This is an optimization exercise on Yosys and OpenROAD, whose aim is small area, not a production implementation. No functional check of the RTL was part of any run shown here. Power figures rest on the tool's default switching activity, not on a simulated workload.

## config.mk

```make
export PLATFORM = sky130hd
export DESIGN_NAME = vcSwitch
export DESIGN_NICKNAME = vcSwitch
export VERILOG_FILES = /design/flow/design.v
export SDC_FILE = /design/flow/constraint.sdc
export NUM_CORES = 4
export LEC_CHECK = 0
export CAP_MARGIN = 20
export CORE_MARGIN = 2
export CORE_UTILIZATION = 40
export SLEW_MARGIN = 20
export SYNTH_HIERARCHICAL = 1
export SYNTH_MINIMUM_KEEP_SIZE = 0
```

## constraint.sdc

```tcl
create_clock -name core_clock -period 5.0 [get_ports {CLK}]
set_input_delay 1.0000 -clock core_clock [delete_from_list [all_inputs] [get_ports {CLK}]]
set_output_delay 1.0000 -clock core_clock [all_outputs]
set_load 0.01 [all_outputs]
```

## design.v

```verilog
package flowCtrlPkg;
  localparam int DEST_W = 2;
  localparam int NUM_CH = 1 << DEST_W;
  typedef logic [NUM_CH-1:0] chMask_t;
  typedef enum logic [2:0] {
    stReset,
    stInit,
    stIdle,
    stActive,
    stPause,
    stContinue,
    stError
  } fsmState_e;
endpackage
`timescale 1ns/1ps
module syncFifo #(
  parameter int WORD_W     = 8,
  parameter int DEPTH      = 8,
  parameter int CNT_W      = 4,
  parameter bit GUARD_PUSH = 1'b1,   
  parameter bit GUARD_POP  = 1'b1    
) (
  input  logic              CLK,
  input  logic              arstN,
  input  logic              push,
  input  logic [WORD_W-1:0] pushData,
  input  logic              pop,
  output logic [WORD_W-1:0] popData,
  output logic [CNT_W-1:0]  count,
  output logic              empty,
  output logic              full
);
  logic [DEPTH-1:0][WORD_W-1:0] mem;
  logic [DEPTH-1:0]             hold;
  logic [DEPTH-1:0]             sel;
  logic                         doPush;
  logic                         doPop;
  assign empty  = (count == '0);
  assign full   = count[CNT_W-1];
  assign doPush = GUARD_PUSH ? (push && !full) : push;
  assign doPop  = GUARD_POP ? (pop && !empty) : pop;
  logic [DEPTH-1:0] valid;
  always_comb begin
    valid = '0;
    sel   = '0;
    for (int k = 1; k <= DEPTH; k++) begin
      if (count == CNT_W'(k)) begin
        valid = DEPTH'((1 << k) - 1);
        sel   = DEPTH'(1 << (k - 1));
      end
    end
  end
  for (genvar i = 0; i < DEPTH; i++) begin : gEntry
    assign hold[i] = !doPush && valid[i];
    fifoRow #(.WORD_W(WORD_W)) row_i (
      .CLK(CLK), .load(doPush), .keep(hold[i]),
      .d((i == 0) ? pushData : mem[(i == 0) ? 0 : i-1]), .q(mem[i])
    );
  end
  fifoReadMux #(.WORD_W(WORD_W), .DEPTH(DEPTH)) readMux_i (
    .sel(sel), .mem(mem), .data(popData)
  );
  always_ff @(posedge CLK or negedge arstN) begin
    if (!arstN) begin
      count <= '0;
    end else begin
      for (int k = 0; k <= DEPTH; k++) begin
        if (count == CNT_W'(k)) begin
          if (doPush && !doPop) begin
            count <= CNT_W'(k + 1);
          end else if (doPop && !doPush) begin
            count <= CNT_W'(k - 1);
          end
        end
      end
    end
  end
endmodule
module fifoRow #(
  parameter int WORD_W = 8
) (
  input  logic              CLK,
  input  logic              load,
  input  logic              keep,
  input  logic [WORD_W-1:0] d,
  output logic [WORD_W-1:0] q
);
  always_ff @(posedge CLK) begin
    q <= ({WORD_W{load}} & d) | ({WORD_W{keep}} & q);
  end
endmodule
module fifoReadMux #(
  parameter int WORD_W = 8,
  parameter int DEPTH  = 8
) (
  input  logic [DEPTH-1:0]             sel,
  input  logic [DEPTH-1:0][WORD_W-1:0] mem,
  output logic [WORD_W-1:0]            data
);
  always_comb begin
    data = '0;
    for (int i = 0; i < DEPTH; i++) begin
      data = data | ({WORD_W{sel[i]}} & mem[i]);
    end
  end
endmodule
`timescale 1ns/1ps
module flowCtrlFsm #(
  parameter int DEPTH = 8,
  parameter int CNT_W = 4
) (
  input  logic                                      CLK,
  input  logic                                      arstN,
  input  logic                                      init,
  input  flowCtrlPkg::chMask_t                      inEmpty,
  input  flowCtrlPkg::chMask_t                      outFull,
  input  logic [flowCtrlPkg::NUM_CH-1:0][CNT_W-1:0] outCount,
  input  logic [CNT_W-1:0]                          lowThreshIn,
  input  logic [CNT_W-1:0]                          highThreshIn,
  output flowCtrlPkg::chMask_t                      outPaused,
  output logic                                      arbEnable,
  output logic                                      initBusy,
  output logic                                      idle,
  output flowCtrlPkg::chMask_t                      stbPause,
  output flowCtrlPkg::chMask_t                      stbContinue,
  output flowCtrlPkg::chMask_t                      error,
  output flowCtrlPkg::fsmState_e                    state
);
  flowCtrlPkg::fsmState_e nextState;
  flowCtrlPkg::chMask_t   almostFull;
  flowCtrlPkg::chMask_t   almostEmpty;
  flowCtrlPkg::chMask_t   afPrev;
  flowCtrlPkg::chMask_t   aePrev;
  flowCtrlPkg::chMask_t   pausedQ;
  flowCtrlPkg::chMask_t   pauseRise;
  flowCtrlPkg::chMask_t   contRise;
  logic [CNT_W-1:0]       lowThresh;
  logic [CNT_W-1:0]       highThresh;
  logic                   eventsOn;
  logic                   runNext;
  function automatic logic geq(input logic [CNT_W-1:0] a, input logic [CNT_W-1:0] b);
    logic r;
    r = 1'b1;
    for (int i = 0; i < CNT_W; i++) begin
      r = (a[i] & ~b[i]) | ((a[i] | ~b[i]) & r);
    end
    geq = r;
  endfunction
  always_comb begin
    for (int d = 0; d < flowCtrlPkg::NUM_CH; d++) begin
      almostFull[d]  = geq(outCount[d], highThresh);
      almostEmpty[d] = geq(lowThresh, outCount[d]);
    end
  end
  assign eventsOn = (state == flowCtrlPkg::stActive) || (state == flowCtrlPkg::stPause) ||
                    (state == flowCtrlPkg::stContinue);
  assign arbEnable = eventsOn || (state == flowCtrlPkg::stIdle);
  assign runNext = (nextState == flowCtrlPkg::stIdle) || (nextState == flowCtrlPkg::stActive) ||
                   (nextState == flowCtrlPkg::stPause) || (nextState == flowCtrlPkg::stContinue);
  assign initBusy = (state == flowCtrlPkg::stInit);
  assign pauseRise = eventsOn ? (almostFull & ~afPrev & ~pausedQ) : '0;
  assign contRise  = eventsOn ? (almostEmpty & ~aePrev & pausedQ) : '0;
  assign outPaused = pausedQ;
  always_comb begin
    nextState = state;
    case (state)
      flowCtrlPkg::stReset: begin
        nextState = flowCtrlPkg::stInit;
      end
      flowCtrlPkg::stInit: begin
        if (!init) begin
          nextState = flowCtrlPkg::stIdle;
        end
      end
      flowCtrlPkg::stIdle: begin
        if (|outFull) begin
          nextState = flowCtrlPkg::stError;
        end else if (!(&inEmpty)) begin
          nextState = flowCtrlPkg::stActive;
        end
      end
      flowCtrlPkg::stActive, flowCtrlPkg::stPause, flowCtrlPkg::stContinue: begin
        if (|outFull) begin
          nextState = flowCtrlPkg::stError;
        end else if (|pauseRise) begin
          nextState = flowCtrlPkg::stPause;
        end else if (|contRise) begin
          nextState = flowCtrlPkg::stContinue;
        end else begin
          nextState = flowCtrlPkg::stActive;
        end
      end
      flowCtrlPkg::stError: begin
        nextState = flowCtrlPkg::stError;
      end
      default: begin
        nextState = flowCtrlPkg::stReset;
      end
    endcase
  end
  always_ff @(posedge CLK or negedge arstN) begin
    if (!arstN) begin
      state       <= flowCtrlPkg::stReset;
      stbPause    <= '0;
      stbContinue <= '0;
      pausedQ     <= '0;
      error       <= '0;
      afPrev      <= '0;
      aePrev      <= '0;
      idle        <= 1'b0;
      lowThresh   <= '0;
      highThresh  <= CNT_W'(DEPTH);
    end else begin
      state       <= nextState;
      stbPause    <= pauseRise;
      stbContinue <= contRise;
      pausedQ     <= (pausedQ | pauseRise) & ~contRise;
      error       <= error | outFull;
      idle        <= runNext && (&inEmpty);
      if (eventsOn) begin
        afPrev <= almostFull;
        aePrev <= almostEmpty;
      end
      if (state == flowCtrlPkg::stInit) begin
        lowThresh  <= lowThreshIn;
        highThresh <= (highThreshIn > CNT_W'(DEPTH)) ? CNT_W'(DEPTH) : highThreshIn;
      end
    end
  end
endmodule
`timescale 1ns/1ps
module rrArbiter #(
  parameter int WORD_W = 8
) (
  input  logic                                       CLK,
  input  logic                                       arstN,
  input  logic                                       enable,
  input  flowCtrlPkg::chMask_t                       inEmpty,
  input  logic [flowCtrlPkg::NUM_CH-1:0][WORD_W-1:0] inHead,
  output flowCtrlPkg::chMask_t                       inPop,
  input  flowCtrlPkg::chMask_t                       outBlocked,
  output flowCtrlPkg::chMask_t                       outPush,
  output logic [WORD_W-1:0]                          outWord,
  output flowCtrlPkg::chMask_t                       creditReturn
);
  localparam int IDX_W = $clog2(flowCtrlPkg::NUM_CH);
  flowCtrlPkg::chMask_t eligible;
  logic [IDX_W-1:0]     lastGrant;
  logic                 grantedQ;
  logic [IDX_W-1:0]     grant;
  logic [IDX_W-1:0]     idx;
  logic                 found;
  always_comb begin
    for (int i = 0; i < flowCtrlPkg::NUM_CH; i++) begin
      eligible[i] = enable && !inEmpty[i]
                    && !outBlocked[inHead[i][WORD_W-1 -: flowCtrlPkg::DEST_W]];
    end
  end
  always_comb begin
    found = 1'b0;
    grant = lastGrant;
    for (int k = 1; k <= flowCtrlPkg::NUM_CH; k++) begin
      idx = lastGrant + IDX_W'(k);
      if (!found && eligible[idx]) begin
        found = 1'b1;
        grant = idx;
      end
    end
  end
  always_comb begin
    inPop   = '0;
    outPush = '0;
    outWord = '0;
    for (int i = 0; i < flowCtrlPkg::NUM_CH; i++) begin
      if (found && grant == IDX_W'(i)) begin
        inPop[i] = 1'b1;
        outWord  = inHead[i];
      end
    end
    if (found) begin
      outPush[outWord[WORD_W-1 -: flowCtrlPkg::DEST_W]] = 1'b1;
    end
  end
  always_comb begin
    creditReturn = '0;
    creditReturn[lastGrant] = grantedQ;
  end
  always_ff @(posedge CLK or negedge arstN) begin
    if (!arstN) begin
      lastGrant <= IDX_W'(flowCtrlPkg::NUM_CH - 1);
      grantedQ  <= 1'b0;
    end else begin
      grantedQ <= found;
      if (found) begin
        lastGrant <= grant;
      end
    end
  end
endmodule
`timescale 1ns/1ps
module vcSwitch #(
  parameter int WORD_W = 8,
  parameter int DEPTH  = 8,
  parameter int CNT_W  = $clog2(DEPTH + 1)
) (
  input  logic                                       CLK,
  input  logic                                       arstN,
  input  logic                                       init,
  input  logic [CNT_W-1:0]                           lowThreshIn,
  input  logic [CNT_W-1:0]                           highThreshIn,
  input  flowCtrlPkg::chMask_t                       inPush,
  input  logic [flowCtrlPkg::NUM_CH-1:0][WORD_W-1:0] inData,
  output flowCtrlPkg::chMask_t                       creditReturn,
  input  flowCtrlPkg::chMask_t                       outPop,
  output logic [flowCtrlPkg::NUM_CH-1:0][WORD_W-1:0] outData,
  output flowCtrlPkg::chMask_t                       outEmpty,
  output logic                                       idle,
  output logic                                       initBusy,
  output flowCtrlPkg::chMask_t                       stbPause,
  output flowCtrlPkg::chMask_t                       stbContinue,
  output flowCtrlPkg::chMask_t                       error,
  output flowCtrlPkg::fsmState_e                     state
);
  localparam int PAY_W = WORD_W - flowCtrlPkg::DEST_W;
  flowCtrlPkg::chMask_t                       inEmpty;
  flowCtrlPkg::chMask_t                       inPop;
  flowCtrlPkg::chMask_t                       outPush;
  logic [flowCtrlPkg::NUM_CH-1:0][WORD_W-1:0] inHead;
  logic [WORD_W-1:0]                          outWord;
  logic [flowCtrlPkg::NUM_CH-1:0][CNT_W-1:0]  outCount;
  logic                                       arbEnable;
  flowCtrlPkg::chMask_t                       outFull;
  flowCtrlPkg::chMask_t                       outPaused;
  for (genvar ch = 0; ch < flowCtrlPkg::NUM_CH; ch++) begin : gChan
    logic [PAY_W-1:0] outPayload;
    syncFifo #(.WORD_W(WORD_W), .DEPTH(DEPTH), .CNT_W(CNT_W),
               .GUARD_PUSH(1'b1), .GUARD_POP(1'b0)) inFifo_i (
      .CLK(CLK), .arstN(arstN),
      .push(inPush[ch]), .pushData(inData[ch]),
      .pop(inPop[ch]), .popData(inHead[ch]),
      .count(), .empty(inEmpty[ch]), .full()
    );
    syncFifo #(.WORD_W(PAY_W), .DEPTH(DEPTH), .CNT_W(CNT_W),
               .GUARD_PUSH(1'b0), .GUARD_POP(1'b1)) outFifo_i (
      .CLK(CLK), .arstN(arstN),
      .push(outPush[ch]), .pushData(outWord[PAY_W-1:0]),
      .pop(outPop[ch]), .popData(outPayload),
      .count(outCount[ch]), .empty(outEmpty[ch]), .full(outFull[ch])
    );
    assign outData[ch] = {flowCtrlPkg::DEST_W'(ch), outPayload};
  end
  rrArbiter #(.WORD_W(WORD_W)) rrArbiter_i (
    .CLK(CLK), .arstN(arstN),
    .enable(arbEnable),
    .inEmpty(inEmpty), .inHead(inHead), .inPop(inPop),
    .outBlocked(outPaused | outFull),
    .outPush(outPush), .outWord(outWord),
    .creditReturn(creditReturn)
  );
  flowCtrlFsm #(.DEPTH(DEPTH), .CNT_W(CNT_W)) flowCtrlFsm_i (
    .CLK(CLK), .arstN(arstN),
    .init(init), .inEmpty(inEmpty),
    .outFull(outFull), .outCount(outCount),
    .lowThreshIn(lowThreshIn), .highThreshIn(highThreshIn),
    .outPaused(outPaused),
    .arbEnable(arbEnable), .initBusy(initBusy), .idle(idle),
    .stbPause(stbPause), .stbContinue(stbContinue),
    .error(error), .state(state)
  );
endmodule
```

## run.sh

```bash
#!/bin/bash
# synth_recipe.tcl (not shown) runs the flow's synth.tcl, then flattens the netlist and writes it again
# the make line also repeats each setting of config.mk as NAME=value (left out here)
make -C /OpenROAD-flow-scripts/flow DESIGN_CONFIG=/design/flow/config.mk WORK_HOME=/design/flow/orfs CLKGATE_MAP_FILE= SYNTH_SCRIPT=/design/flow/synth_recipe.tcl finish
```

==> results.sh, run 1 <==
export IMPL_status="finished clean"
export IMPL_max_freq_mhz=214
export IMPL_crit_fanout=65
export IMPL_slowest_delay_ns=0.53
export IMPL_syn_inst=2161
export IMPL_start_util_pct=40.4
export IMPL_max_cap_viol_count=0
export IMPL_setup_tns_ns=0
export IMPL_grt_pass1_vias=17200
export IMPL_startpoint_type="register"
export IMPL_hold_viol_final=0
export IMPL_drc_errors=0
export IMPL_dpl_hpwl_um=40900
export IMPL_grt_first_pass_wirelength_um=94400
export IMPL_setup_viol=0
export IMPL_skew_ns=0.0263
export IMPL_die_w_um=242
export IMPL_io_buffers=99
export IMPL_leakage_nw=9.63
export IMPL_dieArea_um2=58700
export IMPL_end_kind="register"
export IMPL_worstMarginPinSlew_ns=1.09
export IMPL_hold_class="in2async"
export IMPL_netlist_area_um2=22700
export IMPL_drv_slew=0
export IMPL_wirelength_um=58600
export IMPL_crit_buf_inv=4
export IMPL_antenna_found_initial=0
export IMPL_clkTransAtPathRegs_ns=0.06
export IMPL_ctsHtreeMaxLevel=2
export IMPL_core_area_um2=56300
export IMPL_grt_max_degree=66
export IMPL_core_rowCount=87
export IMPL_cp_required_ns=5.51
export IMPL_synthToLayoutAreaGrowth_pct=13.9
export IMPL_crit_type="reg2reg"
export IMPL_drive_above_1_share_pct=11.3
export IMPL_cts_tree="done"
export IMPL_fillCellCount=5229
export IMPL_post_route_period_util_pct=93.5
export IMPL_syn_avg_cell_area_um2=10.5
export IMPL_io_pins=108
export IMPL_ant_nets=0
export IMPL_fin_worst_hold_slack_ns=0.321
export IMPL_drt_iter0_markers=1492
export IMPL_die_y_um=242
export IMPL_drt_vias_per_instance=5.99
export IMPL_wl_per_cell_um=19.5
export IMPL_relSlewSlack_pct=26.4
export IMPL_rsz0062_at_grt="false"
export IMPL_gr_total_overflow=0
export IMPL_ir_worst_vdd_v=0.000257
export IMPL_ys_warn_count=14
export IMPL_crit_chain="buf_4 > nor2b_1 > nand2_1 > inv_1 > buf_4 > a22oi_1 > nand4_1 > mux4_2 > a211o_1 > a31oi_2 > a31oi_2 > mux2_4 > or3_1 > o22ai_4 > buf_12 > nand2b_4 > o31ai_1 > a32o_1"
export IMPL_diodes=0
export IMPL_nets=2258
export IMPL_path_delay_family="compound AO/OA/AOI/OAI gates"
export IMPL_grt_total_usage_pct=19.3
export IMPL_drt_first_pass_iters=5
export IMPL_clockBufferDepth=3
export IMPL_cts_made_buffers=56
export IMPL_crit_arrival_ns=5.19
export IMPL_gp_congestion=0.908
export IMPL_pwr_density_cell_nw_per_um2=403
export IMPL_cts_sinks=519
export IMPL_cts_setup_buffers=0
export IMPL_vias=18000
export IMPL_period_needed_ns=4.67
export IMPL_root_buffer="clkbuf_16"
export IMPL_slowest_stage="dfrtp_1"
export IMPL_clk_latency_ns=0.63
==> worst register-to-register path, cell delays in order, from the launching register on <==
cell and delay, ns:
dfrtp_1 0.53, buf_4 0.22, nor2b_1 0.06, nand2_1 0.21, inv_1 0.11, buf_4 0.17, a22oi_1 0.16, nand4_1 0.22
mux4_2 0.42, a211o_1 0.27, a31oi_2 0.21, a31oi_2 0.09, mux2_4 0.33, or3_1 0.41, o22ai_4 0.29, buf_12 0.30
nand2b_4 0.23, o31ai_1 0.08, a32o_1 0.28
==> where the power goes <==
group | switching, mW | total, mW | leakage (nW) | internal [mW]
clock | 1.76 | 4.40 | 0.971 | 2.64
combinational | 0.823 | 1.37 | 4.22 | 0.552
sequential | 0.398 | 4.67 | 4.44 | 4.27
total | 2.98 | 10.4 | 9.63 | 7.46
==> metal layers <==
layer / track usage (%) / vias up / wire length, µm
li1: - / 8566 / -
met1: 27.1 / 8905 / 27800
met2: 30.1 / 459 / 26400
met3: 2.71 / 88 / 2660
met4: 7.04 / 0 / 1670
met5: 0 / - / 0
==> area by class of cell <==
class	count	area [µm²]	share of cell area (%)
flip-flops and latches	519	10700	41.5
multi-input cells	1419	10500	40.7
clock buffers	71	1530	5.91
repair buffers	165	1520	5.86
well taps	756	946	3.65
clock inverters	31	435	1.68
inverters	45	169	0.653
==> sequential cells by signal (all words and copies together) (netlist names), 2 cells and up <==
signal	flops
gChan.outFifo_i.count	16
gChan.inFifo_i.gEntry.row_i.q	256
flowCtrlFsm_i.pausedQ	4
flowCtrlFsm_i.stbContinue	4
flowCtrlFsm_i.stbPause	4
flowCtrlFsm_i.highThresh	4
flowCtrlFsm_i.error	4
flowCtrlFsm_i.state	3
gChan.inFifo_i.count	16
flowCtrlFsm_i.aePrev	4
rrArbiter_i.lastGrant	2
flowCtrlFsm_i.lowThresh	4
flowCtrlFsm_i.afPrev	4
gChan.outFifo_i.gEntry.row_i.q	192
==> metrics by stage <==
stage / total power [mW] / util, % / setup WS, ns / instance area, µm² / std cells
floorplan: 5.76 / - / -0.292 / 22800 / 2167
global placement: 6.05 / 42.5 / 0.382 / 23900 / 2904
detailed placement: 6.10 / 42.5 / 0.218 / 23900 / 2904
CTS: 10.5 / 46.0 / 0.220 / 25900 / 3006
global route: 10.9 / 46.0 / 0.0284 / 25900 / 3006
finish: 10.4 / 46.0 / 0.326 / 25900 / 3006
==> final timing paths <==
path                                             from                           to  slack (ns)  cells past startpoint
max                        gChan[0].inFifo_i.count[0]  gChan[2].outFifo_i.count[2]        0.33                     18
min                                             arstN       flowCtrlFsm_i.error[1]        0.32                      1
max reg2reg                gChan[0].inFifo_i.count[0]  gChan[2].outFifo_i.count[2]        0.33                     18
min reg2reg                   flowCtrlFsm_i.aePrev[3]      flowCtrlFsm_i.aePrev[3]        0.47                      2
max in group asynchronous                       arstN     rrArbiter_i.lastGrant[0]        3.72                      2
min in group core_clock       flowCtrlFsm_i.aePrev[3]      flowCtrlFsm_i.aePrev[3]        0.47                      2
==> cells in the final DEF, fill, tap and decap left out, types with 9 or more instances in the layout <==
| master | instances |
|---|---|
| a21oi_1 | 48 |
| a221oi_1 | 9 |
| a22o_1 | 452 |
| a22oi_1 | 214 |
| a22oi_2 | 12 |
| buf_4 | 63 |
| bufinv_16 | 9 |
| clkbuf_1 | 9 |
| clkbuf_16 | 57 |
| clkdlybuf4s50_1 | 98 |
| clkinv_2 | 10 |
| dfrtp_1 | 68 |
| dfxtp_1 | 448 |
| inv_1 | 41 |
| mux2i_1 | 14 |
| nand2_1 | 67 |
| nand2b_1 | 47 |
| nand3_1 | 13 |
| nand3b_1 | 16 |
| nand4_1 | 57 |
| nor2_1 | 75 |
| nor2b_1 | 14 |
| nor3_1 | 43 |
| nor4_1 | 23 |
| o21ai_0 | 70 |
| o31ai_1 | 15 |
| or2_2 | 20 |
==> repair_timing <==
item / CTS / global route
gates resized for setup: 0 / 5
hold buffers: 0 / 0
setup endpoints to repair: 0 / 104
==> run 2: changes to the inputs <==
--- a/design.v
+++ b/design.v
@@ -33,3 +33,2 @@
   logic [DEPTH-1:0][WORD_W-1:0] mem;
-  logic [DEPTH-1:0]             hold;
   logic [DEPTH-1:0]             sel;
@@ -41,10 +40,7 @@
   assign doPop  = GUARD_POP ? (pop && !empty) : pop;
-  logic [DEPTH-1:0] valid;
   always_comb begin
-    valid = '0;
-    sel   = '0;
+    sel = '0;
     for (int k = 1; k <= DEPTH; k++) begin
       if (count == CNT_W'(k)) begin
-        valid = DEPTH'((1 << k) - 1);
-        sel   = DEPTH'(1 << (k - 1));
+        sel = DEPTH'(1 << (k - 1));
       end
@@ -53,5 +49,4 @@
   for (genvar i = 0; i < DEPTH; i++) begin : gEntry
-    assign hold[i] = !doPush && valid[i];
     fifoRow #(.WORD_W(WORD_W)) row_i (
-      .CLK(CLK), .load(doPush), .keep(hold[i]),
+      .CLK(CLK), .load(doPush), .keep(!doPush),
       .d((i == 0) ? pushData : mem[(i == 0) ? 0 : i-1]), .q(mem[i])
@@ -216,9 +211,7 @@
       stbContinue <= contRise;
-      pausedQ     <= (pausedQ | pauseRise) & ~contRise;
+      pausedQ     <= (pausedQ & ~contRise) | pauseRise;
       error       <= error | outFull;
       idle        <= runNext && (&inEmpty);
-      if (eventsOn) begin
-        afPrev <= almostFull;
-        aePrev <= almostEmpty;
-      end
+      afPrev      <= eventsOn ? almostFull : '0;
+      aePrev      <= eventsOn ? almostEmpty : '0;
       if (state == flowCtrlPkg::stInit) begin
==> run 2 against run 1 <==
Compared with the run above: cell area fell by 2.7%; still clean on timing, DRC and antenna; clock power barely moved; register-to-register slack got worse by 0.06 ns; sequential power fell by 11%; worst hold slack improved by 0.025 ns; highest routed layer is now met5.
==> results.sh, run 2 <==
export IMPL_vias=17300
export IMPL_diodes=0
export IMPL_hold_class="in2async"
export IMPL_die_w_um=238
export IMPL_setup_viol=0
export IMPL_fillCellCount=4958
export IMPL_status="finished clean"
export IMPL_crit_buf_inv=3
export IMPL_drv_slew=0
export IMPL_skew_ns=0.0209
export IMPL_die_y_um=238
export IMPL_grt_pass1_vias=16400
export IMPL_hold_viol_final=0
export IMPL_setup_slack_ns=0.270
export IMPL_drt_first_pass_iters=6
export IMPL_rsz0062_at_grt="false"
export IMPL_cts_sinks=519
export IMPL_drc_errors=0
export IMPL_core_rowCount=85
export IMPL_syn_avg_cell_area_um2=10.8
export IMPL_pwr_density_cell_nw_per_um2=345
export IMPL_slowest_delay_ns=0.61
export IMPL_dpl_cell_area_um2=23200
export IMPL_top_register="gChan.inFifo_i.gEntry.row_i.q"
export IMPL_crit_type="reg2reg"
export IMPL_crit_fanout=8
export IMPL_largestRegisters="gChan.inFifo_i.gEntry.row_i.q x256, gChan.outFifo_i.gEntry.row_i.q x192"
export IMPL_antenna_found_initial=2
export IMPL_period_needed_ns=4.73
export IMPL_wirelength_um=57100
export IMPL_drive_above_1_share_pct=10.8
export IMPL_cts_made_buffers=54
export IMPL_syn_inst=2021
export IMPL_ant_nets=0
export IMPL_path_delay_family="simple AND/OR/NAND/NOR gates"
export IMPL_gp_congestion=0.919
export IMPL_leakage_nw=9.41
export IMPL_final_cell_mix="448 x a22o_1, 448 x dfxtp_1, 219 x a22oi_1"
export IMPL_drt_iter0_markers=1513
export IMPL_grt_first_pass_wirelength_um=90600
export IMPL_synthToLayoutAreaGrowth_pct=14.9
export IMPL_max_cap_viol_count=0
export IMPL_ir_worst_vdd_v=0.000249
export IMPL_clk_latency_ns=0.60
export IMPL_core_area_um2=54000
export IMPL_crit_arrival_ns=5.21
export IMPL_start_util_pct=40.6
export IMPL_crit_top_cell="inv_1"
export IMPL_wl_per_cell_um=20.1
export IMPL_relSlewSlack_pct=32.6
export IMPL_fin_total_pwr_mw=8.68
export IMPL_grt_total_usage_pct=19.6
export IMPL_grt_max_degree=66
export IMPL_io_pins=108
export IMPL_cts_tree="done"
export IMPL_max_freq_mhz=211
export IMPL_clockBufferDepth=3
export IMPL_end_kind="register"
export IMPL_startpoint_type="register"
export IMPL_nets=2151
export IMPL_gr_total_overflow=0
export IMPL_drt_vias_per_instance=6.10
export IMPL_cp_required_ns=5.48
export IMPL_ys_warn_count=14
export IMPL_ctsHtreeMaxLevel=2
export IMPL_root_buffer="clkbuf_16"
export IMPL_netlist_area_um2=21900
export IMPL_io_buffers=99
export IMPL_dieArea_um2=56700
export IMPL_slowest_stage="mux4_2"
export IMPL_largest_reg_flops=256
export IMPL_clkTransAtPathRegs_ns=0.06
export IMPL_setup_tns_ns=0
export IMPL_crit_chain="inv_1 > nor4_1 > buf_4 > a22oi_2 > nand4_1 > mux4_2 > or3_1 > a221oi_1 > o22ai_1 > inv_1 > nand2_1 > nor2_1 > nand2b_1 > o311a_1 > o31a_1"
export IMPL_dpl_hpwl_um=38100
export IMPL_post_route_period_util_pct=94.6
export IMPL_finalInstanceArea_um2=25200
export IMPL_worstMarginPinSlew_ns=1.01
export IMPL_place_ws_ns=0.280
## run 2: what timing repair did
item	in CTS	in global routing
setup buffers	0	3
resized for setup	0	2
setup endpoints to repair	0	50
hold buffers	0	0
## run 2: final timing paths
kind	startpoint	end	slack, ns	cells after the start
worst max-delay path	gChan[3].inFifo_i.count[3]	gChan[3].inFifo_i.count[2]	0.27	15
worst min-delay path	arstN	flowCtrlFsm_i.error[1]	0.35	1
worst max register to register	gChan[3].inFifo_i.count[3]	gChan[3].inFifo_i.count[2]	0.27	15
worst min register to register	gChan[3].outFifo_i.gEntry[7].row_i.q[4]	gChan[3].outFifo_i.gEntry[7].row_i.q[4]	0.47	1
max in group asynchronous	arstN	gChan[0].inFifo_i.count[1]	3.71	2
min in group core_clock	gChan[3].outFifo_i.gEntry[7].row_i.q[4]	gChan[3].outFifo_i.gEntry[7].row_i.q[4]	0.47	1
## run 2: power by group
| part | leakage (nW) | internal, mW | total (mW) | switching (mW) |
|---|---|---|---|---|
| logic | 4.05 | 0.0691 | 0.140 | 0.0710 |
| clock network | 0.984 | 2.69 | 4.37 | 1.68 |
| registers | 4.37 | 4.15 | 4.17 | 0.0136 |
## run 2: per-stage QoR
step | utilization, % | std cells | hold slack (ns)
6_report | 46.6 | 2840 | 0.346
5_1_grt | 46.6 | 2840 | 0.356
4_1_cts | 46.5 | 2837 | 0.325
3_5_place_dp | 42.9 | 2736 | 0.455
3_3_place_gp | 42.9 | 2736 | 0.449
2_1_floorplan | - | 2027 | 0.440
## run 2: final cells by class
type / count / area (µm²) / share of cell area (%)
clock inverters: 23 / 305 / 1.21
flip-flops and latches: 519 / 10700 / 42.7
clock buffers: 78 / 1680 / 6.66
multi-input cells: 1289 / 9800 / 38.9
well taps: 696 / 871 / 3.46
inverters: 68 / 259 / 1.03
repair buffers: 167 / 1520 / 6.03
## run 2: layer usage
metal	global-route usage, %	routed length, µm	part of all wire, %	up-vias
met5	0	27	0.047	-
met4	6.06	1470	2.6	4
met3	4.01	3000	5.3	93
met2	29.9	25400	45	431
met1	27.8	27100	48	8611
li1	-	-	-	8190
==> run 3: changes to the inputs <==
--- a/config.mk
+++ b/config.mk
@@ -10,2 +10,5 @@
 export CORE_UTILIZATION = 40
+export CTS_BUF_LIST = sky130_fd_sc_hd__clkbuf_16
+export CTS_CLUSTER_DIAMETER = 80
+export CTS_CLUSTER_SIZE = 30
 export SLEW_MARGIN = 20
==> run 3 against run 2 <==
Compared with the run above: total power decreased by 19%; final cell count decreased by 1.8%; clock skew increased by 0.0040 ns; cell area decreased by 3.9%; clock-buffer cell count decreased by 49; via count decreased by 0.44%; global-route usage decreased by 0.44 points; sequential power about the same.
==> results.sh, run 3 <==
export IMPL_setup_viol=0
export IMPL_crit_arrival_ns=5.29
export IMPL_swShare_pct=23.6
export IMPL_root_buffer="clkbuf_16"
export IMPL_max_freq_mhz=209
export IMPL_hold_class="in2async"
export IMPL_post_route_period_util_pct=95.8
export IMPL_gp_congestion=0.919
export IMPL_worstMarginPinSlew_ns=1.07
export IMPL_crit_type="reg2reg"
export IMPL_cts_tree="done"
export IMPL_ant_nets=0
export IMPL_p_int_mw=5.39
export IMPL_grt_pass1_vias=16100
export IMPL_period_needed_ns=4.79
export IMPL_multi_input_area_um2=9800
export IMPL_drt_first_pass_iters=5
export IMPL_combPwrFrac_pct=2.0
export IMPL_rsz0062_at_grt="false"
export IMPL_syn_avg_cell_area_um2=10.8
export IMPL_synthToLayoutAreaGrowth_pct=10.5
export IMPL_netlist_area_um2=21900
export IMPL_leakage_nw=8.91
export IMPL_reg2reg_to="gChan[3].inFifo_i.count[2]"
export IMPL_wl_per_cell_um=20.3
export IMPL_worstReg2RegStart="gChan[3].inFifo_i.count[3]"
export IMPL_relSlewSlack_pct=27.9
export IMPL_nets=2125
export IMPL_dieArea_um2=56700
export IMPL_fin_worst_hold_slack_ns=0.327
export IMPL_core_rowCount=85
export IMPL_p_switching_mw=1.67
export IMPL_die_w_um=238
export IMPL_clk_latency_ns=0.61
export IMPL_status="finished clean"
export IMPL_start_util_pct=40.6
export IMPL_hold_viol_final=0
export IMPL_rrSetupSlack_ns=0.21
export IMPL_ctsHtreeMaxLevel=1
export IMPL_top_register="gChan.inFifo_i.gEntry.row_i.q"
export IMPL_end_kind="register"
export IMPL_cts_sinks=519
export IMPL_ir_worst_vdd_v=0.000239
export IMPL_dpl_cell_area_um2=23200
export IMPL_io_pins=108
export IMPL_diodes=0
export IMPL_drv_slew=0
export IMPL_ys_warn_count=14
export IMPL_drive_above_1_share_pct=8.79
export IMPL_dpl_hpwl_um=38100
export IMPL_dpl_cell_count=2736
export IMPL_die_y_um=238
export IMPL_grt_total_usage_pct=19.1
export IMPL_antenna_found_initial=2
export IMPL_pwr_density_cell_nw_per_um2=291
export IMPL_clockPowerShare_pct=39.0
export IMPL_final_cell_mix="448 x a22o_1, 448 x dfxtp_1, 219 x a22oi_1"
export IMPL_largest_reg_flops=256
export IMPL_largestRegisters="gChan.inFifo_i.gEntry.row_i.q x256, gChan.outFifo_i.gEntry.row_i.q x192"
export IMPL_place_ws_ns=0.280
export IMPL_wirelength_um=56600
export IMPL_clkTransAtPathRegs_ns=0.10
export IMPL_fin_cells=2789
export IMPL_clockBufferDepth=3
export IMPL_cts_made_buffers=28
export IMPL_setup_slack_ns=0.211
export IMPL_core_area_um2=54000
export IMPL_r2r_cells=15
export IMPL_fillCellCount=5052
export IMPL_finalInstanceArea_um2=24200
export IMPL_drt_iter0_markers=1572
export IMPL_p_seq_share_pct=59.0
export IMPL_setup_tns_ns=0
export IMPL_cp_required_ns=5.50
export IMPL_drc_errors=0
export IMPL_seq_area_um2=10700
export IMPL_max_cap_viol_count=0
export IMPL_syn_inst=2021
export IMPL_io_buffers=99
export IMPL_gr_total_overflow=0
export IMPL_grt_first_pass_wirelength_um=89400
export IMPL_fin_total_pwr_mw=7.05
export IMPL_vias=17300
export IMPL_utilization_pct=44.8
export IMPL_startpoint_type="register"
export IMPL_drt_vias_per_instance=6.19
export IMPL_skew_ns=0.0249
export IMPL_crit_fanout=8
export IMPL_grt_max_degree=66
run 3: per-layer routing:
metal	vias to the layer above	GRT usage, %	routed length [µm]
li1	8119	-	-
met1	8619	27.7	27100
met4	4	5.21	1340
met2	430	29.7	25300
met3	80	2.82	2890
met5	-	0	27
run 3: area by class of cell:
type / instances / area share (%)
timing repair buffer: 167 / 6.28
clock inverter: 21 / 1.16
sequential: 519 / 44.4
inverter: 68 / 1.07
tap: 696 / 3.60
clock buffer: 29 / 3.00
multi-input combinational: 1289 / 40.5
run 3: worst max-delay path by stage:
stage | from | endpoint | slack, ns | depth (start not counted)
floorplan | gChan[1].inFifo_i.count[0] | gChan[2].outFifo_i.gEntry[0].row_i.q[3] | -0.07 | 15
global placement | gChan[3].inFifo_i.count[3] | gChan[2].outFifo_i.gEntry[0].row_i.q[3] | 0.37 | 14
detailed placement | gChan[3].inFifo_i.count[3] | gChan[2].outFifo_i.gEntry[0].row_i.q[3] | 0.28 | 14
CTS | gChan[3].inFifo_i.count[3] | gChan[2].outFifo_i.gEntry[1].row_i.q[5] | 0.23 | 13
global route | gChan[3].inFifo_i.count[3] | gChan[3].inFifo_i.count[2] | 0.02 | 15
finish | gChan[3].inFifo_i.count[3] | gChan[3].inFifo_i.count[2] | 0.21 | 15
run 3: power groups by stage:
stage	clock (mW)	combinational [mW]	sequential, mW
finish	2.75	0.140	4.16
CTS	2.83	0.140	4.16
global route	3.00	0.152	4.16
floorplan	0	0.0792	4.25
global placement	0	0.137	4.25
detailed placement	0	0.140	4.25
run 3: timing repair:
action | CTS | global route
resized for setup | 0 | 2
setup buffers | 0 | 3
hold buffers | 0 | 0
endpoints found under the setup margin | 0 | 50
run 3: critical path, stage by stage (launching register included):
cell and delay [ns]:
dfrtp_1 0.47, inv_1 0.15, nor4_1 0.43, buf_4 0.23, a22oi_2 0.06, nand4_1 0.28
mux4_2 0.62, or3_1 0.32, a221oi_1 0.28, o22ai_1 0.23, inv_1 0.19, nand2_1 0.20
nor2_1 0.42, nand2b_1 0.19, o311a_1 0.32, o31a_1 0.28
==> run 4: changes to the inputs <==
==> flow/run.sh (new file) <==
#!/bin/bash
# The standard layout, with two changes to what the tools are told:
#  - port buffers are the smallest buffer cell instead of the tool's pick
#  - CTS inserts no dummy loads, and clusters sinks under large leaf buffers
set -euo pipefail
export BUFFER_PORTS_ARGS="-buffer_cell sky130_fd_sc_hd__buf_1"
export CTS_ARGS="-sink_clustering_enable -repair_clock_nets -dont_use_dummy_load -buf_list sky130_fd_sc_hd__clkbuf_16 -sink_clustering_size 30 -sink_clustering_max_diameter 80"
bash standard.sh > standard.log 2>&1
==> standard.sh (new file) <==
#!/bin/bash
# synth_recipe.tcl (not shown) runs the flow's synth.tcl, then flattens the netlist and writes it again
# the make line also repeats each setting of config.mk as NAME=value (left out here)
make -C /OpenROAD-flow-scripts/flow DESIGN_CONFIG=/design/flow/config.mk WORK_HOME=/design/flow/orfs CLKGATE_MAP_FILE= SYNTH_SCRIPT=/design/flow/synth_recipe.tcl "${@:-finish}"
--- a/config.mk
+++ b/config.mk
@@ -10,5 +10,2 @@
 export CORE_UTILIZATION = 40
-export CTS_BUF_LIST = sky130_fd_sc_hd__clkbuf_16
-export CTS_CLUSTER_DIAMETER = 80
-export CTS_CLUSTER_SIZE = 30
 export SLEW_MARGIN = 20
removed: run.sh
==> run 4 against run 3 <==
Compared with the run above: clock skew rose by 0.042 ns; critical path depth did not move; clock power fell by 13%; critical endpoint unchanged.
==> results.sh, run 4 <==
export IMPL_period_needed_ns=4.66
export IMPL_wirelength_um=56400
export IMPL_drt_first_pass_iters=7
export IMPL_crit_type="reg2reg"
export IMPL_ctsHtreeMaxLevel=1
export IMPL_vias=17200
export IMPL_clockPowerShare_pct=35.7
export IMPL_cp_required_ns=5.50
export IMPL_dieArea_um2=56700
export IMPL_gr_total_overflow=0
export IMPL_gp_congestion=0.911
export IMPL_pwr_density_cell_nw_per_um2=285
export IMPL_swShare_pct=21.1
export IMPL_startpoint_type="register"
export IMPL_p_switching_mw=1.40
export IMPL_cts_hold_buffers=0
export IMPL_io_pins=108
export IMPL_largest_reg_flops=256
export IMPL_worstMarginPinSlew_ns=1.08
export IMPL_grt_pass1_vias=15900
export IMPL_drc_errors=0
export IMPL_core_area_um2=54000
export IMPL_skew_ns=0.0672
export IMPL_root_buffer="clkbuf_16"
export IMPL_top_register="gChan.inFifo_i.gEntry.row_i.q"
export IMPL_grt_first_pass_wirelength_um=88700
export IMPL_netlist_area_um2=21900
export IMPL_synthToLayoutAreaGrowth_pct=6.68
export IMPL_wl_per_cell_um=20.3
export IMPL_slowest_stage="mux4_2"
export IMPL_fin_worst_hold_slack_ns=0.203
export IMPL_clkTransAtPathRegs_ns=0.11
export IMPL_ir_worst_vdd_v=0.000241
export IMPL_rsz0062_at_grt="false"
export IMPL_p_int_mw=5.25
export IMPL_final_cell_mix="448 x a22o_1, 448 x dfxtp_1, 219 x a22oi_1"
export IMPL_grt_max_degree=69
export IMPL_core_rowCount=85
export IMPL_antenna_found_initial=2
export IMPL_syn_inst=2021
export IMPL_combPwrFrac_pct=1.7
export IMPL_crit_chain="inv_1 > nand2_1 > nor2_1 > a22oi_2 > nand4_1 > mux4_2 > or3_1 > a221oi_1 > o22ai_1 > inv_1 > nand2_1 > nor2_1 > nand2b_1 > o311a_1 > o31a_1"
export IMPL_setup_slack_ns=0.341
export IMPL_hold_viol_final=0
export IMPL_end_kind="register"
export IMPL_ys_warn_count=14
export IMPL_cts_made_buffers=30
export IMPL_p_seq_share_pct=62.5
export IMPL_syn_avg_cell_area_um2=10.8
export IMPL_drt_iter0_markers=1792
export IMPL_die_y_um=238
export IMPL_largestRegisters="gChan.inFifo_i.gEntry.row_i.q x256, gChan.outFifo_i.gEntry.row_i.q x192"
export IMPL_crit_fanout=8
export IMPL_max_cap_viol_count=0
export IMPL_cts_sinks=519
export IMPL_cts_tree="done"
export IMPL_setup_viol=0
export IMPL_crit_arrival_ns=5.16
export IMPL_drive_above_1_share_pct=8.19
export IMPL_max_freq_mhz=215
export IMPL_place_ws_ns=0.251
export IMPL_drv_slew=0
export IMPL_relSlewSlack_pct=27.7
export IMPL_fin_total_pwr_mw=6.65
export IMPL_clk_latency_ns=0.62
export IMPL_grt_total_usage_pct=19.0
export IMPL_post_route_period_util_pct=93.2
export IMPL_crit_buf_inv=2
export IMPL_status="finished clean"
export IMPL_path_delay_family="simple AND/OR/NAND/NOR gates"
export IMPL_hold_class="in2async"
export IMPL_die_w_um=238
export IMPL_ant_nets=0
export IMPL_leakage_nw=8.55
export IMPL_dpl_hpwl_um=37500
export IMPL_slowest_delay_ns=0.60
export IMPL_clockBufferDepth=3
export IMPL_io_buffers=99
export IMPL_nets=2129
export IMPL_start_util_pct=40.6
export IMPL_drt_vias_per_instance=6.21
## run 4: cell type report
class                   instances  area [µm²]
diodes                          1        2.50
clock buffers                  30         751
fillers                      5139       30700
inverters                      68         259
multi-input cells            1289        9810
flip-flops and latches        519       10700
well taps                     696         871
repair buffers                169         933
## run 4: power by group through the flow
stage	combinational (mW)	clock, mW	sequential, mW
floorplan	0.0792	0	4.25
CTS	0.117	2.45	4.16
global placement	0.113	0	4.25
finish	0.116	2.38	4.16
global route	0.129	2.59	4.16
detailed placement	0.116	0	4.25
## run 4: final timing paths
kind                                            start                          to  slack, ns  cells past startpoint
min                                             arstN      flowCtrlFsm_i.error[1]       0.20                      1
max in group asynchronous                       arstN  gChan[1].inFifo_i.count[0]       3.64                      2
min in group core_clock        flowCtrlFsm_i.error[1]      flowCtrlFsm_i.error[1]       0.47                      1
max reg2reg                gChan[3].inFifo_i.count[3]  gChan[3].inFifo_i.count[2]       0.34                     15
max                        gChan[3].inFifo_i.count[3]  gChan[3].inFifo_i.count[2]       0.34                     15
min reg2reg                    flowCtrlFsm_i.error[1]      flowCtrlFsm_i.error[1]       0.47                      1
## run 4: worst register-to-register path, cell delays in order, from the launching register on
cell      delay, ns
dfrtp_1        0.45
inv_1          0.18
nand2_1        0.13
nor2_1         0.39
a22oi_2        0.14
nand4_1        0.26
mux4_2         0.60
or3_1          0.33
a221oi_1       0.26
o22ai_1        0.19
inv_1          0.18
nand2_1        0.24
nor2_1         0.43
nand2b_1       0.18
o311a_1        0.32
o31a_1         0.28
## run 4: through the flow
stage	std cells	area [µm²]	setup TNS (ns)	util [%]
2_1_floorplan	2027	22000	-2.33	-
3_3_place_gp	2736	22600	0	41.7
3_5_place_dp	2736	22600	0	41.8
4_1_cts	2766	23300	0	43.1
5_1_grt	2772	23400	0	43.3
6_report	2772	23400	0	43.3
## run 4: routing by layer
metal,share of wire [%],routed length (µm),track usage (%)
met1,47,26700,27.7
met2,44,25000,29.1
met3,6.0,3360,3.01
met4,2.3,1310,5.28
met5,0.028,16,0
## run 4: repair_timing
action / CTS / global route
setup endpoints to repair: 0 / 50
resized for setup: 0 / 1
hold endpoints to repair: 0 / 0
buffers inserted: 0 / 4
==> run 5: changes to the inputs <==
--- a/config.mk
+++ b/config.mk
@@ -7,6 +7,6 @@
 export LEC_CHECK = 0
-export CAP_MARGIN = 20
+export CAP_MARGIN = 0
 export CORE_MARGIN = 2
 export CORE_UTILIZATION = 40
-export SLEW_MARGIN = 20
+export SLEW_MARGIN = 0
 export SYNTH_HIERARCHICAL = 1
==> run 5 against run 4 <==
Compared with the run above: worst setup slack better by 0.054 ns; die area stayed put; synthesized cell count stayed put; utilization is 0.086 points lower; clock skew is 0.0049 ns lower; combinational power hardly changed; sequential power hardly changed; critical path type unchanged; highest routed layer unchanged.
==> results.sh, run 5 <==
export IMPL_status="finished clean"
export IMPL_io_buffers=99
export IMPL_dpl_hpwl_um=37500
export IMPL_combPwrFrac_pct=1.7
export IMPL_cts_tree="done"
export IMPL_grt_total_usage_pct=18.9
export IMPL_dieArea_um2=56700
export IMPL_syn_avg_cell_area_um2=10.8
export IMPL_largestRegisters="gChan.inFifo_i.gEntry.row_i.q x256, gChan.outFifo_i.gEntry.row_i.q x192"
export IMPL_relSlewSlack_pct=24.3
export IMPL_end_kind="register"
export IMPL_startpoint_type="register"
export IMPL_wirelength_um=56100
export IMPL_clockPowerShare_pct=35.8
export IMPL_gr_total_overflow=0
export IMPL_hold_viol_final=0
export IMPL_p_seq_share_pct=62.5
export IMPL_drt_iter0_markers=1655
export IMPL_dpl_cell_count=2736
export IMPL_ant_nets=0
export IMPL_wl_per_cell_um=20.3
export IMPL_vias=17100
export IMPL_io_pins=108
export IMPL_skew_ns=0.0623
export IMPL_final_cell_mix="448 x a22o_1, 448 x dfxtp_1, 219 x a22oi_1"
export IMPL_die_w_um=238
export IMPL_setup_viol=0
export IMPL_setup_slack_ns=0.395
export IMPL_hold_class="in2async"
export IMPL_crit_type="reg2reg"
export IMPL_synthToLayoutAreaGrowth_pct=6.47
export IMPL_core_area_um2=54000
export IMPL_die_y_um=238
export IMPL_period_needed_ns=4.61
export IMPL_place_ws_ns=0.305
export IMPL_top_register="gChan.inFifo_i.gEntry.row_i.q"
export IMPL_swShare_pct=21.2
export IMPL_p_switching_mw=1.41
export IMPL_clkTransAtPathRegs_ns=0.09
export IMPL_post_route_period_util_pct=92.1
export IMPL_clk_latency_ns=0.62
export IMPL_utilization_pct=43.2
export IMPL_crit_arrival_ns=5.06
export IMPL_max_freq_mhz=217
export IMPL_nets=2127
export IMPL_drv_slew=0
export IMPL_clockBufferDepth=3
export IMPL_worstMarginPinSlew_ns=1.13
export IMPL_max_cap_viol_count=0
export IMPL_cts_sinks=519
export IMPL_start_util_pct=40.6
export IMPL_largest_reg_flops=256
export IMPL_pwr_density_cell_nw_per_um2=285
export IMPL_drc_errors=0
export IMPL_p_int_mw=5.25
export IMPL_fin_cells=2770
export IMPL_leakage_nw=8.54
export IMPL_drive_above_1_share_pct=8.01
export IMPL_netlist_area_um2=21900
export IMPL_cp_required_ns=5.45
export IMPL_antenna_found_initial=2
export IMPL_syn_inst=2021
export IMPL_grt_pass1_vias=15800
export IMPL_gp_congestion=0.911
export IMPL_rsz0062_at_grt="false"
export IMPL_drt_first_pass_iters=5
export IMPL_ctsHtreeMaxLevel=1
export IMPL_ys_warn_count=14
export IMPL_grt_first_pass_wirelength_um=88300
export IMPL_post_cts_resized=0
export IMPL_core_rowCount=85
export IMPL_grt_max_degree=69
export IMPL_ir_worst_vdd_v=0.000238
export IMPL_drt_vias_per_instance=6.17
export IMPL_cts_made_buffers=30
export IMPL_root_buffer="clkbuf_16"
export IMPL_crit_fanout=21
run 5: power by group through the flow:
stage	sequential [mW]	combinational [mW]	clock, mW
after floorplan	4.25	0.0792	0
final	4.16	0.116	2.38
after detailed placement	4.25	0.116	0
after global placement	4.25	0.113	0
after CTS	4.16	0.117	2.46
after global routing	4.16	0.128	2.60
run 5: critical path: stages (launching register included):
cell	delay, ns
dfrtp_1	0.45
inv_1	0.20
nand2_1	0.14
nor2_1	0.43
a22oi_2	0.09
nand4_1	0.24
mux4_2	0.58
nor2_1	0.26
o21ai_0	0.16
o22ai_1	0.29
inv_1	0.17
a211o_1	0.37
o22ai_4	0.35
buf_4	0.32
nand2b_1	0.10
o22ai_1	0.18
o221ai_1	0.13
run 5: what timing repair did:
action,4_1_cts,5_1_grt
setup buffers,0,2
hold buffers,0,0
endpoints found under the setup margin,0,44
endpoints found under the hold margin,0,0
run 5: path summary, 6_finish.rpt:
path / from / endpoint / slack (ns) / cells after the start
max in group asynchronous: arstN / gChan[1].inFifo_i.count[1] / 3.61 / 2
setup reg to reg: gChan[2].inFifo_i.count[3] / gChan[0].outFifo_i.count[2] / 0.39 / 16
setup / recovery: gChan[2].inFifo_i.count[3] / gChan[0].outFifo_i.count[2] / 0.39 / 16
min in group core_clock: gChan[3].inFifo_i.gEntry[7].row_i.q[0] / gChan[3].inFifo_i.gEntry[7].row_i.q[0] / 0.48 / 1
hold / removal: arstN / flowCtrlFsm_i.error[3] / 0.20 / 1
hold reg to reg: gChan[3].inFifo_i.gEntry[7].row_i.q[0] / gChan[3].inFifo_i.gEntry[7].row_i.q[0] / 0.48 / 1
run 5: stage by stage:
step | setup TNS [ns] | hold WS (ns) | power [mW] | area (µm²)
floorplan | -2.33 | 0.440 | 4.33 | 22000
global placement | 0 | 0.452 | 4.37 | 22600
detailed placement | 0 | 0.453 | 4.37 | 22600
CTS | 0 | 0.176 | 6.73 | 23300
global route | 0 | 0.178 | 6.89 | 23300
finish | 0 | 0.201 | 6.66 | 23300
run 5: layout make-up:
type	instances	area (µm²)
fill	5127	30700
sequential	519	10700
multi-input combinational	1289	9800
timing repair buffer	167	896
tap	696	871
clock buffer	30	751
inverter	68	259
antenna	1	2.50
run 5: routing by layer:
| layer | part of all wire [%] | wire length [µm] | track usage (%) | up-vias |
|---|---|---|---|---|
| met3 | 5.4 | 3050 | 2.89 | 82 |
| li1 | - | - | - | 8108 |
| met1 | 48 | 26700 | 27.5 | 8455 |
| met2 | 45 | 25000 | 29.0 | 436 |
| met5 | 0.028 | 16 | 0 | - |
| met4 | 2.4 | 1370 | 5.59 | 2 |
==> run 6: changes to the inputs <==
--- a/flow/run.sh
+++ b/flow/run.sh
@@ -6,3 +6,3 @@
 export BUFFER_PORTS_ARGS="-buffer_cell sky130_fd_sc_hd__buf_1"
-export CTS_ARGS="-sink_clustering_enable -repair_clock_nets -dont_use_dummy_load -buf_list sky130_fd_sc_hd__clkbuf_16 -sink_clustering_size 30 -sink_clustering_max_diameter 80"
+export CTS_ARGS="-sink_clustering_enable -repair_clock_nets -dont_use_dummy_load -buf_list sky130_fd_sc_hd__clkbuf_16 -sink_clustering_size 40 -sink_clustering_max_diameter 80"
 bash standard.sh > standard.log 2>&1
--- a/config.mk
+++ b/config.mk
@@ -7,6 +7,6 @@
 export LEC_CHECK = 0
-export CAP_MARGIN = 0
+export CAP_MARGIN = 20
 export CORE_MARGIN = 2
 export CORE_UTILIZATION = 40
-export SLEW_MARGIN = 0
+export SLEW_MARGIN = 20
 export SYNTH_HIERARCHICAL = 1
==> run 6 against run 5 <==
Compared with the run above: still clean; sequential share of layout area fell by 0.091 points; via count up 0.58%; register-to-register slack worse by 0.07 ns.
==> results.sh, run 6 <==
export IMPL_drt_vias_per_instance=6.20
export IMPL_setup_slack_ns=0.324
export IMPL_synthToLayoutAreaGrowth_pct=6.68
export IMPL_slowest_stage="mux4_2"
export IMPL_drt_first_pass_iters=6
export IMPL_dpl_hpwl_um=37500
export IMPL_largestRegisters="gChan.inFifo_i.gEntry.row_i.q x256, gChan.outFifo_i.gEntry.row_i.q x192"
export IMPL_max_freq_mhz=214
export IMPL_setup_tns_ns=0
export IMPL_multi_input_area_um2=9810
export IMPL_grt_first_pass_wirelength_um=88700
export IMPL_core_rowCount=85
export IMPL_rsz0062_at_grt="false"
export IMPL_antenna_found_initial=2
export IMPL_drv_slew=0
export IMPL_grt_total_usage_pct=19.0
export IMPL_max_cap_viol_count=0
export IMPL_startpoint="gChan[3].inFifo_i.count[3]"
export IMPL_ys_warn_count=14
export IMPL_startpoint_type="register"
export IMPL_nets=2129
export IMPL_seq_area_um2=10700
export IMPL_crit_chain="inv_1 > nand2_1 > nor2_1 > a22oi_2 > nand4_1 > mux4_2 > or3_1 > a221oi_1 > o22ai_1 > inv_1 > nand2_1 > nor2_1 > nand2b_1 > o311a_1 > o31a_1"
export IMPL_gr_total_overflow=0
export IMPL_cts_sinks=519
export IMPL_drive_above_1_share_pct=8.19
export IMPL_hold_class="in2async"
export IMPL_cts_hold_buffers=0
export IMPL_io_buffers=99
export IMPL_finalInstanceArea_um2=23400
export IMPL_hold_viol_final=0
export IMPL_grt_max_degree=69
export IMPL_worstReg2RegStart="gChan[3].inFifo_i.count[3]"
export IMPL_relSlewSlack_pct=26.7
export IMPL_crit_fanout=8
export IMPL_fin_worst_hold_slack_ns=0.200
export IMPL_cts_made_buffers=30
export IMPL_ir_worst_vdd_v=0.000241
export IMPL_die_w_um=238
export IMPL_clkTransAtPathRegs_ns=0.10
export IMPL_io_pins=108
export IMPL_die_y_um=238
export IMPL_skew_ns=0.0742
export IMPL_end_kind="register"
export IMPL_clk_latency_ns=0.62
export IMPL_setup_viol=0
export IMPL_fin_total_pwr_mw=6.66
export IMPL_grt_pass1_vias=15900
export IMPL_start_util_pct=40.6
export IMPL_period_needed_ns=4.68
export IMPL_place_ws_ns=0.251
export IMPL_drt_iter0_markers=1700
export IMPL_status="finished clean"
export IMPL_slowest_delay_ns=0.60
export IMPL_crit_arrival_ns=5.16
export IMPL_cts_tree="done"
export IMPL_ant_nets=0
export IMPL_syn_avg_cell_area_um2=10.8
export IMPL_cp_required_ns=5.49
export IMPL_vias=17200
export IMPL_drc_errors=0
export IMPL_top_register="gChan.inFifo_i.gEntry.row_i.q"
export IMPL_clockBufferDepth=3
export IMPL_post_route_period_util_pct=93.5
export IMPL_dieArea_um2=56700
export IMPL_fillCellCount=5136
export IMPL_core_area_um2=54000
export IMPL_worstMarginPinSlew_ns=1.10
export IMPL_wl_per_cell_um=20.4
export IMPL_gp_congestion=0.911
export IMPL_largest_reg_flops=256
export IMPL_dpl_cell_area_um2=22600
export IMPL_netlist_area_um2=21900
export IMPL_wirelength_um=56500
export IMPL_crit_buf_inv=2
export IMPL_path_delay_family="simple AND/OR/NAND/NOR gates"
export IMPL_syn_inst=2021
export IMPL_pwr_density_cell_nw_per_um2=285
export IMPL_ctsHtreeMaxLevel=1
export IMPL_leakage_nw=8.55
export IMPL_crit_type="reg2reg"
export IMPL_root_buffer="clkbuf_16"
export IMPL_final_cell_mix="448 x a22o_1, 448 x dfxtp_1, 219 x a22oi_1"
==> run 6: where the power goes <==
part / total, mW / internal (mW) / switching (mW)
Combinational: 0.117 / 0.0441 / 0.0728
Clock: 2.38 / 1.06 / 1.32
Sequential: 4.16 / 4.15 / 0.0140
==> run 6: metrics by stage <==
step | cells | util, %
global placement | 2736 | 41.7
detailed placement | 2736 | 41.8
finish | 2772 | 43.3
CTS | 2766 | 43.1
global route | 2772 | 43.3
floorplan | 2027 | -
==> run 6: layout make-up <==
| class | count | area share, % |
|---|---|---|
| flip-flops and latches | 519 | 46.0 |
| multi-input cells | 1289 | 42.0 |
| repair buffers | 169 | 3.99 |
| well taps | 696 | 3.73 |
| clock buffers | 30 | 3.21 |
| inverters | 68 | 1.11 |
| diodes | 1 | 0.0107 |
==> run 6: worst paths after layout <==
| kind | to | slack (ns) | cells past startpoint |
|---|---|---|---|
| max in group asynchronous | gChan[1].inFifo_i.count[0] | 3.62 | 2 |
| setup reg to reg | gChan[3].inFifo_i.count[2] | 0.32 | 15 |
| setup / recovery | gChan[3].inFifo_i.count[2] | 0.32 | 15 |
| hold reg to reg | gChan[1].inFifo_i.gEntry[2].row_i.q[1] | 0.47 | 1 |
| min in group core_clock | gChan[1].inFifo_i.gEntry[2].row_i.q[1] | 0.47 | 1 |
| hold / removal | flowCtrlFsm_i.error[3] | 0.20 | 1 |
==> run 6: per-layer routing <==
layer | up-vias | share of wire, % | track usage, %
met5 | - | 0.028 | 0
met4 | 2 | 2.3 | 5.21
met3 | 90 | 5.8 | 3.03
met2 | 497 | 44 | 29.1
met1 | 8495 | 48 | 27.7
li1 | 8098 | - | -
==> run 6: worst register-to-register path, stage by stage, from the launching register on <==
cell and delay, ns:
dfrtp_1 0.45, inv_1 0.18, nand2_1 0.13, nor2_1 0.39, a22oi_2 0.14, nand4_1 0.25
mux4_2 0.60, or3_1 0.33, a221oi_1 0.26, o22ai_1 0.19, inv_1 0.18, nand2_1 0.25
nor2_1 0.43, nand2b_1 0.19, o311a_1 0.32, o31a_1 0.28
==> run 6: repair_timing <==
item / in CTS / in global routing
endpoints found under the hold margin: 0 / 0
endpoints found under the setup margin: 0 / 50
setup buffers: 0 / 4
resized for setup: 0 / 1
==> run 7: changes to the inputs <==
--- a/design.v
+++ b/design.v
@@ -41,7 +41,5 @@
   always_comb begin
-    sel = '0;
-    for (int k = 1; k <= DEPTH; k++) begin
-      if (count == CNT_W'(k)) begin
-        sel = DEPTH'(1 << (k - 1));
-      end
+    sel[DEPTH-1] = count[CNT_W-1];
+    for (int k = 1; k < DEPTH; k++) begin
+      sel[k-1] = (count[CNT_W-2:0] == (CNT_W-1)'(k));
     end
@@ -57,2 +55,16 @@
   );
+  logic up;
+  logic down;
+  logic [CNT_W-1:0] carry;
+  logic [CNT_W-1:0] borrow;
+  assign up   = doPush && !doPop;
+  assign down = doPop && !doPush;
+  always_comb begin
+    carry[0]  = 1'b1;
+    borrow[0] = 1'b1;
+    for (int i = 1; i < CNT_W; i++) begin
+      carry[i]  = carry[i-1] && count[i-1];
+      borrow[i] = borrow[i-1] && !count[i-1];
+    end
+  end
   always_ff @(posedge CLK or negedge arstN) begin
@@ -61,11 +73,3 @@
     end else begin
-      for (int k = 0; k <= DEPTH; k++) begin
-        if (count == CNT_W'(k)) begin
-          if (doPush && !doPop) begin
-            count <= CNT_W'(k + 1);
-          end else if (doPop && !doPush) begin
-            count <= CNT_W'(k - 1);
-          end
-        end
-      end
+      count <= count ^ (({CNT_W{up}} & carry) | ({CNT_W{down}} & borrow));
     end
@@ -94,9 +98,41 @@
 );
-  always_comb begin
-    data = '0;
-    for (int i = 0; i < DEPTH; i++) begin
-      data = data | ({WORD_W{sel[i]}} & mem[i]);
-    end
+  for (genvar b = 0; b < WORD_W; b++) begin : gBit
+    logic lo;
+    logic mid;
+    aoi222 lo_i (
+      .a1(sel[0]), .a2(mem[0][b]), .b1(sel[1]), .b2(mem[1][b]),
+      .c1(sel[2]), .c2(mem[2][b]), .y(lo)
+    );
+    aoi222 mid_i (
+      .a1(sel[3]), .a2(mem[3][b]), .b1(sel[4]), .b2(mem[4][b]),
+      .c1(sel[5]), .c2(mem[5][b]), .y(mid)
+    );
+    aoi22Nand hi_i (
+      .a1(sel[6]), .a2(mem[6][b]), .b1(sel[7]), .b2(mem[7][b]),
+      .p(lo), .q(mid), .y(data[b])
+    );
   end
 endmodule
+module aoi222 (
+  input  logic a1,
+  input  logic a2,
+  input  logic b1,
+  input  logic b2,
+  input  logic c1,
+  input  logic c2,
+  output logic y
+);
+  assign y = !((a1 && a2) || (b1 && b2) || (c1 && c2));
+endmodule
+module aoi22Nand (
+  input  logic a1,
+  input  logic a2,
+  input  logic b1,
+  input  logic b2,
+  input  logic p,
+  input  logic q,
+  output logic y
+);
+  assign y = !(p && q && !((a1 && a2) || (b1 && b2)));
+endmodule
 `timescale 1ns/1ps
--- a/flow/run.sh
+++ b/flow/run.sh
@@ -6,3 +6,3 @@
 export BUFFER_PORTS_ARGS="-buffer_cell sky130_fd_sc_hd__buf_1"
-export CTS_ARGS="-sink_clustering_enable -repair_clock_nets -dont_use_dummy_load -buf_list sky130_fd_sc_hd__clkbuf_16 -sink_clustering_size 40 -sink_clustering_max_diameter 80"
+export CTS_ARGS="-sink_clustering_enable -repair_clock_nets -dont_use_dummy_load -buf_list sky130_fd_sc_hd__clkbuf_16 -sink_clustering_size 30 -sink_clustering_max_diameter 80"
 bash standard.sh > standard.log 2>&1
--- a/config.mk
+++ b/config.mk
@@ -7,6 +7,6 @@
 export LEC_CHECK = 0
-export CAP_MARGIN = 20
+export CAP_MARGIN = 0
 export CORE_MARGIN = 2
 export CORE_UTILIZATION = 40
-export SLEW_MARGIN = 20
+export SLEW_MARGIN = 0
 export SYNTH_HIERARCHICAL = 1
==> run 7 against run 6 <==
Compared with the run above: still clean on timing, DRC and antenna; total power rose by 110%; non-clock buffer count fell by 32; area after synthesis fell by 5.2%; worst setup slack got worse by 0.16 ns; maximum frequency fell by 3.3%; clock power fell by 4%; critical path type unchanged; critical endpoint is now gChan[2].outFifo_i.count[3]; largest cell class unchanged.
==> results.sh, run 7 <==
export IMPL_vias=15600
export IMPL_core_rowCount=83
export IMPL_top_register="gChan.inFifo_i.gEntry.row_i.q"
export IMPL_drt_vias_per_instance=6.17
export IMPL_die_y_um=232
export IMPL_dpl_cell_count=2495
export IMPL_ctsHtreeMaxLevel=1
export IMPL_grt_max_degree=66
export IMPL_clkTransAtPathRegs_ns=0.10
export IMPL_die_w_um=232
export IMPL_diodes=0
export IMPL_root_buffer="clkbuf_16"
export IMPL_core_area_um2=51300
export IMPL_syn_avg_cell_area_um2=11.7
export IMPL_rsz0062_at_grt="false"
export IMPL_drt_first_pass_iters=7
export IMPL_slowest_stage="dfrtp_1"
export IMPL_crit_arrival_ns=5.27
export IMPL_gp_congestion=0.864
export IMPL_slowest_delay_ns=0.50
export IMPL_max_freq_mhz=207
export IMPL_antenna_found_initial=1
export IMPL_netlist_area_um2=20800
export IMPL_hold_class="in2async"
export IMPL_cp_required_ns=5.43
export IMPL_synthToLayoutAreaGrowth_pct=7.83
export IMPL_grt_first_pass_wirelength_um=82400
export IMPL_end_kind="register"
export IMPL_io_buffers=99
export IMPL_syn_inst=1783
export IMPL_start_util_pct=40.5
export IMPL_crit_type="reg2reg"
export IMPL_cts_made_buffers=28
export IMPL_dpl_hpwl_um=35000
export IMPL_crit_chain="inv_1 > nor3b_2 > buf_4 > a222oi_1 > nand3_1 > mux4_2 > or3_1 > a221oi_1 > o22ai_2 > a211o_1 > o32ai_4 > buf_6 > ha_1 > nand2_1 > a2bb2oi_2 > xnor2_1"
export IMPL_largestRegisters="gChan.inFifo_i.gEntry.row_i.q x256, gChan.outFifo_i.gEntry.row_i.q x192"
export IMPL_ir_worst_vdd_v=0.000274
export IMPL_cts_sinks=519
export IMPL_drive_above_1_share_pct=9.32
export IMPL_period_needed_ns=4.83
export IMPL_setup_viol=0
export IMPL_fin_cells=2526
export IMPL_fin_worst_hold_slack_ns=0.395
export IMPL_ys_warn_count=12
export IMPL_dieArea_um2=53800
export IMPL_relSlewSlack_pct=33.2
export IMPL_gr_total_overflow=0
export IMPL_skew_ns=0.0525
export IMPL_leakage_nw=8.73
export IMPL_rrSetupSlack_ns=0.17
export IMPL_drv_slew=0
export IMPL_status="finished clean"
export IMPL_startpoint_type="register"
export IMPL_post_route_period_util_pct=96.7
export IMPL_hold_viol_final=0
export IMPL_wirelength_um=52100
export IMPL_nets=1916
export IMPL_grt_pass1_vias=14600
export IMPL_clk_latency_ns=0.60
export IMPL_final_cell_mix="448 x a22o_1, 448 x dfxtp_1, 112 x a222oi_1"
export IMPL_wl_per_cell_um=20.6
export IMPL_max_cap_viol_count=0
export IMPL_drc_errors=0
export IMPL_drt_iter0_markers=1937
export IMPL_fillCellCount=4867
export IMPL_ant_nets=0
export IMPL_io_pins=108
export IMPL_clockBufferDepth=3
export IMPL_grt_total_usage_pct=18.8
export IMPL_crit_fanout=17
export IMPL_largest_reg_flops=256
export IMPL_pwr_density_cell_nw_per_um2=618
export IMPL_cts_tree="done"
export IMPL_worstMarginPinSlew_ns=1.00
export IMPL_multi_input_area_um2=9230
export IMPL_seq_area_um2=10800
-- run 7: critical path: cells and delay by family (launching register included) --
kind | cells | cell delay, ns
AOI/OAI and AO/OA | 6 | 1.93
xor gates and xnor gates | 1 | 0.14
adders and majority gates | 1 | 0.20
buffers and inverters | 3 | 0.64
DFF | 1 | 0.50
muxes | 1 | 0.43
and+or+nand+nor | 4 | 0.85
-- run 7: what timing repair did --
action / 4_1_cts / 5_1_grt
setup buffers: 0 / 3
resized for setup: 1 / 16
setup endpoints to repair: 1 / 66
pin swaps: 0 / 6
hold buffers: 0 / 0
hold endpoints to repair: 0 / 0
-- run 7: cell type report --
class                      instances  share of cell area, %
sequential                       519                   48.0
timing repair buffer             137                   2.96
tap                              680                   3.80
clock buffer                      28                   3.13
inverter                          52                  0.921
multi-input combinational       1110                   41.2
-- run 7: per-stage QoR --
step / util, % / setup TNS, ns / worst slack, ns / cell area [µm²] / power [mW]
2_1_floorplan: - / -39.05 / -0.900 / 21000 / 10.3
3_3_place_gp: 42.1 / 0 / 0.133 / 21600 / 11.4
3_5_place_dp: 42.1 / 0 / 0.0274 / 21600 / 11.5
4_1_cts: 43.5 / 0 / 0.0434 / 22300 / 13.8
5_1_grt: 43.7 / 0 / 0.00564 / 22400 / 14.7
6_report: 43.7 / 0 / 0.166 / 22400 / 13.8
-- run 7: final timing paths --
path,endpoint,cells after the start,from
worst min-delay path,gChan[1].inFifo_i.count[2],1,arstN
worst max-delay path,gChan[2].outFifo_i.count[3],16,gChan[3].inFifo_i.count[0]
min in group core_clock,gChan[2].inFifo_i.gEntry[2].row_i.q[1],1,gChan[2].inFifo_i.gEntry[1].row_i.q[1]
max in group asynchronous,flowCtrlFsm_i.highThresh[3],2,arstN
worst max register to register,gChan[2].outFifo_i.count[3],16,gChan[3].inFifo_i.count[0]
worst min register to register,gChan[2].inFifo_i.gEntry[2].row_i.q[1],1,gChan[2].inFifo_i.gEntry[1].row_i.q[1]
-- run 7: power by group --
group | internal (mW) | total (mW) | switching (mW)
Combinational | 2.09 | 4.51 | 2.42
Clock | 0.994 | 2.29 | 1.29
Sequential | 5.53 | 7.05 | 1.52
-- run 7: layer usage --
metal	vias up	share of wire, %	GRT usage, %
li1	7285	-	-
met1	7770	48	27.4
met2	454	45	29.3
met3	80	4.9	2.49
met4	2	2.4	4.55
met5	-	0.023	0

## what the ideal ports hide
In the flow no input, the clock included, has a driving cell. The finished layouts below were timed again as built, in two steps.
Step 1 (the two cells are an assumption about what drives the block):
set clk [get_ports {CLK}]
set_driving_cell -lib_cell sky130_fd_sc_hd__clkbuf_16 $clk
set_driving_cell -lib_cell sky130_fd_sc_hd__buf_2 [delete_from_list [all_inputs] $clk]
Step 2 times the ports against the registers' clock, not the clock port: input delays grow and output delays shrink by t, the midpoint of the rising clock arrivals with the driver on.
Three values: ideal, step 1, step 2; two values: the first two.
run | shift t [ns] | setup slack, ns | pins driven straight from the clock port
run 1 | 0.674 | 0.326 / 0.326 / 0.326 | 1
run 2 | 0.649 | 0.270 / 0.270 / 0.270 | 1
run 3 | 0.653 | 0.211 / 0.211 / 0.211 | 1
run 4 | 0.645 | 0.341 / 0.341 / 0.341 | 1
run 5 | 0.645 | 0.395 / 0.395 / 0.395 | 1
run 6 | 0.643 | 0.324 / 0.324 / 0.324 | 1
run 7 | 0.638 | 0.166 / 0.166 / 0.166 | 1
After both steps setup and hold are still met in every run listed.
